This design comes from an exercise in tuning for small area on the open sky130 flow, not from production work.
Function was checked by simulation only, so behaviour that the tests miss may differ from the original.
Power and IR drop assume default switching activity.

## ruhman_led_multi
module ruhman_led_multi #(
    parameter int unsigned N          = 16,
    parameter int unsigned CLK_PER_MS = 100,
    parameter int unsigned HP_W       = 16
) (
    input  logic         clk,
    input  logic         reset_n,
    input  logic         cs,
    input  logic         read,
    input  logic         write,
    input  logic [4:0]   addr,
    input  logic [31:0]  wr_data,
    output logic [31:0]  rd_data,
    output logic [N-1:0] dout
);
    localparam int unsigned   PW        = (CLK_PER_MS > 1) ? $clog2(CLK_PER_MS) : 1;
    localparam logic [PW-1:0] PrescLast = PW'(CLK_PER_MS - 1);
    localparam logic [15:0]   RingInv   = 16'haaaa;
    logic [PW-1:0] presc_q;
    logic [3:0]    phase_q;    
    logic [3:0]    phase_n;
    logic          hold_q;     
    logic          win_q;      
    logic          ms_tick;
    logic          ph0, ph15;
    logic          bus_wr;
    logic          sync_sel;
    logic [15:0]   ch_hp   [N];
    logic [1:0]    ch_mode [N];
    logic [3:0]    ch_bc   [N];
    logic [N-1:0]  done_vec;
    logic          unused_bits;
    logic [15:0]   wd_hp;
    logic [15:0]   wd_hp_rot;
    logic          wd_hs;
  ...
Size: ~770 flip-flops, roughly 90 I/O pins, roughly 28,000 sq um of cells after synthesis.
clock: 10.0 ns
lec_check: 0
cap_margin: 20
core_margin: 2
core_utilization: 70
gpl_timing_driven: 0
place_density: 0.8
slew_margin: 20
standard.sh (not shown) runs the stock make flow with config.mk's settings and CLKGATE_MAP_FILE= SYNTH_SCRIPT=/design/flow/synth_recipe.tcl, a recipe that flattens the netlist after the stock synthesis.
==> flow/flow/run.sh <==
#!/bin/bash
# Own layout flow: the standard ORFS flow (standard.sh), with
#  - synthesis as standard.sh runs it (same Yosys passes, same registers), except that ABC maps
#    the combinational logic with flow/abc_area.script: the delay-relaxed (-R 1000) &nf mapper
#    with pin permutation and no buffering or upsizing (slack is large; placement and repair
#    size what needs it)
#  - clock tree synthesis that clusters more sinks per leaf buffer and inserts no dummy loads
#  - port buffers of the smallest buffer cell.
# Each step's full output goes to its own log file here.
set -euo pipefail
here=$(pwd)
export MY_ABC_SCRIPT="$here/flow/abc_area.script"
export CTS_ARGS="-sink_clustering_enable -repair_clock_nets -dont_use_dummy_load -sink_clustering_size 9 -sink_clustering_max_diameter 45 -buf_list sky130_fd_sc_hd__clkbuf_4"
export BUFFER_PORTS_ARGS="-buffer_cell sky130_fd_sc_hd__buf_1"
# standard.sh with only its synthesis script swapped for flow/area_synth.tcl
sed "s|SYNTH_SCRIPT=[^ ]*|SYNTH_SCRIPT=$here/flow/area_synth.tcl|" standard.sh > area_synth.sh
bash area_synth.sh synth > flow_synth.log 2>&1
for t in floorplan place cts route finish; do
  bash standard.sh "$t" > "flow_$t.log" 2>&1
done
==> flow/flow/abc_area.script <==
&get -n
&st
&syn2
&dch -f
&nf -R 1000 -p
&put
topo
stime -c
dnsize -c
==> flow/flow/area_synth.tcl <==
proc synth {args} { yosys synth -nofsm -noshare {*}$args }
proc abc {args} {
  set i [lsearch -exact $args -script]
  if {$i >= 0 && [info exists ::env(MY_ABC_SCRIPT)]} { lset args [expr {$i + 1}] $::env(MY_ABC_SCRIPT) }
  yosys abc {*}$args
}
source $::env(SCRIPTS_DIR)/synth.tcl
# left out here: clear keep_hierarchy, flatten, clean up, hide names made inside functions, write 1_2_yosys.v
Then changed:
--- a/flow/flow/run.sh
+++ b/flow/flow/run.sh
@@ -13 +13 @@
-export CTS_ARGS="-sink_clustering_enable -repair_clock_nets -dont_use_dummy_load -sink_clustering_size 9 -sink_clustering_max_diameter 45 -buf_list sky130_fd_sc_hd__clkbuf_4"
+export CTS_ARGS="-sink_clustering_enable -repair_clock_nets -dont_use_dummy_load -sink_clustering_size 9 -sink_clustering_max_diameter 45 -buf_list \"sky130_fd_sc_hd__clkbuf_4 sky130_fd_sc_hd__clkbuf_8\""
--- a/flow/config.mk
+++ b/flow/config.mk
@@ -11 +10,0 @@
-export GPL_TIMING_DRIVEN = 0
Result: The new run went through all stages and came out clean; power is higher by a little under a tenth; global-route usage climbs by 0.69 points; routed wire length goes up slightly; die area is unchanged; synthesized area does not change; combinational power went down by a few percent; via count goes down slightly; clock power grows by a quarter to a third; sequential cell count is unchanged.
Then changed:
--- a/flow/flow/run.sh
+++ b/flow/flow/run.sh
@@ -13 +13 @@
-export CTS_ARGS="-sink_clustering_enable -repair_clock_nets -dont_use_dummy_load -sink_clustering_size 9 -sink_clustering_max_diameter 45 -buf_list \"sky130_fd_sc_hd__clkbuf_4 sky130_fd_sc_hd__clkbuf_8\""
+export CTS_ARGS="-sink_clustering_enable -repair_clock_nets -dont_use_dummy_load -sink_clustering_size 9 -sink_clustering_max_diameter 45 -sink_clustering_buffer sky130_fd_sc_hd__clkbuf_4 -buf_list sky130_fd_sc_hd__clkbuf_8"
After rerunning: Total power goes down by 6.9%; final area falls by 1.8%; hold slack hardly moves; non-clock buffer count stays the same; synthesized cell count is unchanged; final cell count barely changes; utilization came out lower by 1.4 points; critical path depth is unchanged; area after synthesis does not change; wire length decreases by 0.58%.
Then changed:
--- a/flow/flow/run.sh
+++ b/flow/flow/run.sh
@@ -13 +13 @@
-export CTS_ARGS="-sink_clustering_enable -repair_clock_nets -dont_use_dummy_load -sink_clustering_size 9 -sink_clustering_max_diameter 45 -sink_clustering_buffer sky130_fd_sc_hd__clkbuf_4 -buf_list sky130_fd_sc_hd__clkbuf_8"
+export CTS_ARGS="-sink_clustering_enable -repair_clock_nets -dont_use_dummy_load -sink_clustering_size 9 -sink_clustering_max_diameter 45 -buf_list sky130_fd_sc_hd__clkbuf_4"
Outcome: Wire length decreases slightly; total power fell slightly; synthesized cell count does not change; area after synthesis does not change; design area is about the same; maximum frequency decreases slightly.

* * *

== red ==
The RTL this note starts from:
==> flow/design.v <==
module ruhman_led_multi #(
    parameter int unsigned N          = 16,
    parameter int unsigned CLK_PER_MS = 100,
    parameter int unsigned HP_W       = 16
) (
    input  logic         clk,
    input  logic         reset_n,
    input  logic         cs,
    input  logic         read,
    input  logic         write,
    input  logic [4:0]   addr,
    input  logic [31:0]  wr_data,
    output logic [31:0]  rd_data,
    output logic [N-1:0] dout
);
    localparam int unsigned   PW        = (CLK_PER_MS > 1) ? $clog2(CLK_PER_MS) : 1;
    localparam logic [PW-1:0] PrescLast = PW'(CLK_PER_MS - 1);
    localparam logic [15:0]   RingInv   = 16'haaaa;
    logic [PW-1:0] presc_q;
    logic [3:0]    phase_q;    
    logic [3:0]    phase_n;
    logic          hold_q;     
    logic          win_q;      
    logic          ms_tick;
    logic          ph0, ph15;
    logic          bus_wr;
    logic          sync_sel;
    logic [15:0]   ch_hp   [N];
    logic [1:0]    ch_mode [N];
    logic [3:0]    ch_bc   [N];
    logic [N-1:0]  done_vec;
    logic          unused_bits;
    logic [15:0]   wd_hp;
    logic [15:0]   wd_hp_rot;
    logic          wd_hs;
    logic [1:0]    wd_mode;
    logic [3:0]    wd_bc;
    assign bus_wr      = cs && write;
    assign sync_sel    = bus_wr && (addr == 5'd16);
    assign ms_tick     = (presc_q == PrescLast);
    assign ph0         = (phase_q == 4'd0);
    assign ph15        = (phase_q == 4'd15);
    assign phase_n     = phase_q + 4'd1;
    assign unused_bits = read ^ (^wr_data);
    assign wd_hp       = reset_n ? wr_data[15:0] : 16'd0;
    assign wd_hs       = (wd_hp[15:1] == 15'd0);
    assign wd_mode     = reset_n ? wr_data[17:16] : 2'b00;
    assign wd_bc       = reset_n ? wr_data[23:20] : 4'd0;
    always_comb begin
        wd_hp_rot = {wd_hp[0], wd_hp[15:1]};
        if (phase_q[0]) wd_hp_rot = {wd_hp_rot[0], wd_hp_rot[15:1]};
        if (phase_q[1]) wd_hp_rot = {wd_hp_rot[1:0], wd_hp_rot[15:2]};
        if (phase_q[2]) wd_hp_rot = {wd_hp_rot[3:0], wd_hp_rot[15:4]};
        if (phase_q[3]) wd_hp_rot = {wd_hp_rot[7:0], wd_hp_rot[15:8]};
    end
    always_ff @(posedge clk) begin
        if (!reset_n || ms_tick) presc_q <= '0;
        else                     presc_q <= presc_q + PW'(1);
    end
    always_ff @(posedge clk) begin
        if (!reset_n) begin
            phase_q <= '0;
            hold_q  <= 1'b0;
            win_q   <= 1'b0;
        end else begin
            win_q   <= ((ms_tick || hold_q) && ph15) || (win_q && !ph15);
            phase_q <= phase_n;
            hold_q  <= (ms_tick || hold_q) && !ph15;
        end
    end
    for (genvar i = 0; i < N; i++) begin : g_ch
        logic [15:0] hpr_q;        
        logic [15:0] cnr_q;        
        logic [15:0] hpr_v, cnr_v;  
        logic [1:0]  mode_q;
        logic [3:0]  bc_q;
        logic        hs_q;         
        logic        cy_q;         
        logic        stp_q;        
        logic [3:0]  nb_q;         
        logic        led_q, done_q;
        logic        cfg_wr, ld, restart, run, reached, step, adv, clr;
        logic        cy_eff, cbit, nbit, match;
        assign cfg_wr  = bus_wr && (addr == 5'(i));
        assign ld      = cfg_wr || !reset_n;
        assign restart = cfg_wr || (sync_sel && wr_data[i] && mode_q[1]);
        assign run     = ms_tick && mode_q[1] && !done_q && !restart;
        assign reached = stp_q || hs_q;
        assign step    = run && reached;
        assign adv     = run && !reached;
        assign clr     = restart || step;    
        assign hpr_v   = hpr_q ^ RingInv;
        assign cnr_v   = cnr_q ^ RingInv;
        assign cy_eff  = cy_q && !hold_q;
        assign cbit    = cnr_v[0] ^ ph0;      
        assign nbit    = cbit ^ cy_eff;       
        assign match   = (nbit == hpr_v[0]);
        always_ff @(posedge clk) begin
            if (ld) begin
                hpr_q  <= wd_hp_rot ^ RingInv;
                mode_q <= wd_mode;
                bc_q   <= wd_bc;
                hs_q   <= wd_hs;
            end else begin
                hpr_q  <= {hpr_v[0], hpr_v[15:1]} ^ RingInv;
            end
        end
        always_ff @(posedge clk) begin
            if (clr) begin
                cnr_q <= RingInv;
                cy_q  <= 1'b0;
                stp_q <= 1'b0;
            end else begin
                cnr_q <= {cnr_v[0] ^ cy_eff, cnr_v[15:1]} ^ RingInv;
                if (adv)         cy_q <= 1'b1;
                else if (!hold_q) cy_q <= cy_q && cbit;
                if (win_q) stp_q <= (ph0 || stp_q) && match;
            end
        end
        always_ff @(posedge clk) begin
            if (!reset_n) begin
                led_q  <= 1'b0;
                done_q <= 1'b0;
            end else if (restart) begin
                nb_q   <= '0;
                done_q <= 1'b0;
                led_q  <= cfg_wr ? (wr_data[17:16] != 2'b00) : 1'b1;
            end else if (step) begin
                led_q <= !led_q;
                if (mode_q[0] && led_q) begin
                    nb_q   <= nb_q + 4'd1;
                    done_q <= (nb_q + 4'd1 == bc_q);
                end
            end
        end
        assign dout[i]     = led_q;
        assign done_vec[i] = done_q;
        assign ch_hp[i]    = hpr_v;
        assign ch_mode[i]  = mode_q;
        assign ch_bc[i]    = bc_q;
    end
    logic [N-1:0] rd_sel;
    logic [21:0]  rd_ch;
    logic [15:0]  rd_hpr;
    always_comb begin
        rd_ch = '0;
        for (int i = 0; i < N; i++) begin
            rd_sel[i] = (addr == 5'(i));
            rd_ch = rd_ch | ({ch_bc[i], ch_mode[i], ch_hp[i]} & {22{rd_sel[i]}});
        end
        rd_hpr = rd_ch[15:0];
        if (phase_q[0]) rd_hpr = {rd_hpr[14:0], rd_hpr[15]};
        if (phase_q[1]) rd_hpr = {rd_hpr[13:0], rd_hpr[15:14]};
        if (phase_q[2]) rd_hpr = {rd_hpr[11:0], rd_hpr[15:12]};
        if (phase_q[3]) rd_hpr = {rd_hpr[7:0], rd_hpr[15:8]};
        rd_data = {8'h00, rd_ch[21:18], 2'b00, rd_ch[17:16], rd_hpr};
        if (addr == 5'd17) begin
            rd_data[N-1:0]  = dout;
            rd_data[16 +: N] = done_vec;
        end
    end
endmodule
clock: 10.0 ns
lec_check: 0
cap_margin: 20
core_margin: 2
core_utilization: 70
gpl_timing_driven: 0
place_density: 0.8
slew_margin: 20
==> flow/flow/run.sh <==
#!/bin/bash
# Own layout flow: the standard ORFS flow (standard.sh), with
#  - clock tree synthesis that clusters more sinks per leaf buffer and inserts no dummy loads
#  - port buffers of the smallest buffer cell.
# Each make target's full output goes to its own log file here.
set -euo pipefail
export CTS_ARGS="-sink_clustering_enable -repair_clock_nets -dont_use_dummy_load -sink_clustering_size 9 -sink_clustering_max_diameter 45 -buf_list sky130_fd_sc_hd__clkbuf_4"
export REMOVE_ABC_BUFFERS=1
export BUFFER_PORTS_ARGS="-buffer_cell sky130_fd_sc_hd__buf_1"
for t in synth floorplan place cts route finish; do
  bash standard.sh "$t" > "flow_$t.log" 2>&1
done
--- input diff red..blue ---
- clearing PLACE_DENSITY, which used to be 0.8
- clearing GPL_TIMING_DRIVEN, which used to be 0
- swapping 70 for 40 in CORE_UTILIZATION
-- flow/flow/run.sh --
<<< red, line 6
set -euo pipefail
export CTS_ARGS="-sink_clustering_enable -repair_clock_nets -dont_use_dummy_load -sink_clustering_size 9 -sink_clustering_max_diameter 45 -buf_list sky130_fd_sc_hd__clkbuf_4"
export REMOVE_ABC_BUFFERS=1
export BUFFER_PORTS_ARGS="-buffer_cell sky130_fd_sc_hd__buf_1"
>>> blue, line 6
set -euo pipefail
export CTS_ARGS="-sink_clustering_enable -repair_clock_nets -dont_use_dummy_load -sink_clustering_size 16 -sink_clustering_max_diameter 60 -buf_list sky130_fd_sc_hd__clkbuf_8"
export BUFFER_PORTS_ARGS="-buffer_cell sky130_fd_sc_hd__buf_1"
[summary]
- Floorplan check, blue vs red: die outline larger in blue
- Length of the first detailed-routing pass in iterations for blue: 1 down relative to red
- [compare] base=red new=blue: clock-cell share of area about even; total of plain and repair buffers excluding clock buffers rose 24; total non-filler cell area in the finished layout rose 1.4%.
- Count of clock-net buffers in the final layout (higher): red
- Re average via count per standard cell: red was higher than blue.
- red has a lower number of core rows than blue.
- Changes observed in blue relative to red: met1 capacity usage during global routing shows a reduction of 19 points, post-layout worst setup margin shows an increase of 0.31 ns.
Modified inputs, green compared to blue
- PLACE_DENSITY: unset -> 0.8
- CORE_UTILIZATION: 40 -> 70
-- flow/flow/run.sh --
<<< blue, line 6
set -euo pipefail
export CTS_ARGS="-sink_clustering_enable -repair_clock_nets -dont_use_dummy_load -sink_clustering_size 16 -sink_clustering_max_diameter 60 -buf_list sky130_fd_sc_hd__clkbuf_8"
export BUFFER_PORTS_ARGS="-buffer_cell sky130_fd_sc_hd__buf_1"
>>> green, line 6
set -euo pipefail
export CTS_ARGS="-sink_clustering_enable -repair_clock_nets -dont_use_dummy_load -sink_clustering_size 10 -sink_clustering_max_diameter 50 -buf_list sky130_fd_sc_hd__clkbuf_4"
export BUFFER_PORTS_ARGS="-buffer_cell sky130_fd_sc_hd__buf_1"
==> run summary <==
Of the two candidates, blue has the worse post-placement worst setup slack and green the better one. Per the comparison of green with blue, non-clock buffer count lost about 7.5%; sequential share of power picked up an extra 1.6 points. Sort green and blue by global routing usage summed across all routing layers, descending, and green comes first. For blue, the highest-delay cell along the critical path was sky130_fd_sc_hd__nor2_1, unlike green, where it was sky130_fd_sc_hd__nor4_1.
diff inputs: green => orange
- putting GPL_TIMING_DRIVEN at 0 where nothing was set
- swapping 70 for 40 in CORE_UTILIZATION
- clearing PLACE_DENSITY, which used to be 0.8
==> flow/flow/run.sh <==
#!/bin/bash
# Own layout flow: the standard ORFS flow (standard.sh), with
#  - Yosys/ABC buffers removed at floorplan and no buffering inside global placement
#    (repair_design after placement buffers what needs it)
#  - clock tree synthesis that clusters more sinks per leaf buffer and inserts no dummy loads
#  - port buffers of the smallest buffer cell.
# Each make target's full output goes to its own log file here.
set -euo pipefail
export REMOVE_ABC_BUFFERS=1
export CTS_ARGS="-sink_clustering_enable -repair_clock_nets -dont_use_dummy_load -sink_clustering_size 24 -sink_clustering_max_diameter 100 -buf_list sky130_fd_sc_hd__clkbuf_16"
export BUFFER_PORTS_ARGS="-buffer_cell sky130_fd_sc_hd__buf_1"
for t in synth floorplan place cts route finish; do
  bash standard.sh "$t" > "flow_$t.log" 2>&1
done
### Flow results
orange vs. green: internal power now sits higher, cell count grew by 362, maximum fanout along the worst path up 9.
Violation count after the first detailed-routing iteration: orange lower than green
Of green and orange, the lower number of clock buffer instances in the layout belongs to orange.
Fraction of area in clock buffers and inverters (lower): green
Changes observed in orange relative to green: final critical-path share of the clock period moved up; clock network fraction of design power has increased; power higher; core utilization lower.

## re-timing with driven ports
How much do the figures lean on ideal ports? The routed layouts below were timed once more, with nothing changed but the port constraints.
Step 1 assumes that a clkbuf_16 drives the clock port and a buf_2 every other input.
Step 2 adds t to the input delays and takes it off the output delays; t is the mean of the earliest and latest rising clock arrival at the registers after step 1. Input paths then give back, and output paths get back, about the clock's delay inside the block.
a / b / c = ideal / step 1 / step 2; a / b = the first two.
run	shift t [ns]	slack for setup (ns)	latest minus earliest clock arrival (ns)	worst data-port slew with drivers (ns)
the first run of note 1	0.900	1.511 / 1.406 / 1.406	0.090 / 0.091	0.10
the second run of note 1	0.707	1.983 / 1.889 / 1.889	0.067 / 0.068	0.10
the third run of note 1	0.702	1.950 / 1.864 / 1.864	0.074 / 0.074	0.11
the fourth run of note 1	0.879	1.874 / 1.794 / 1.794	0.086 / 0.086	0.10
red	0.954	1.512 / 1.491 / 1.491	0.074 / 0.074	0.04
blue	0.748	1.824 / 1.800 / 1.800	0.100 / 0.100	0.11
green	0.908	1.990 / 1.961 / 1.961	0.056 / 0.056	0.12
orange	0.649	1.391 / 1.369 / 1.369	0.069 / 0.069	0.13
After both steps every run listed still meets setup and hold. The setup slack of the first run of note 1, which loses most, moves by -0.105 ns with the drivers and by -0.105 ns with both steps.
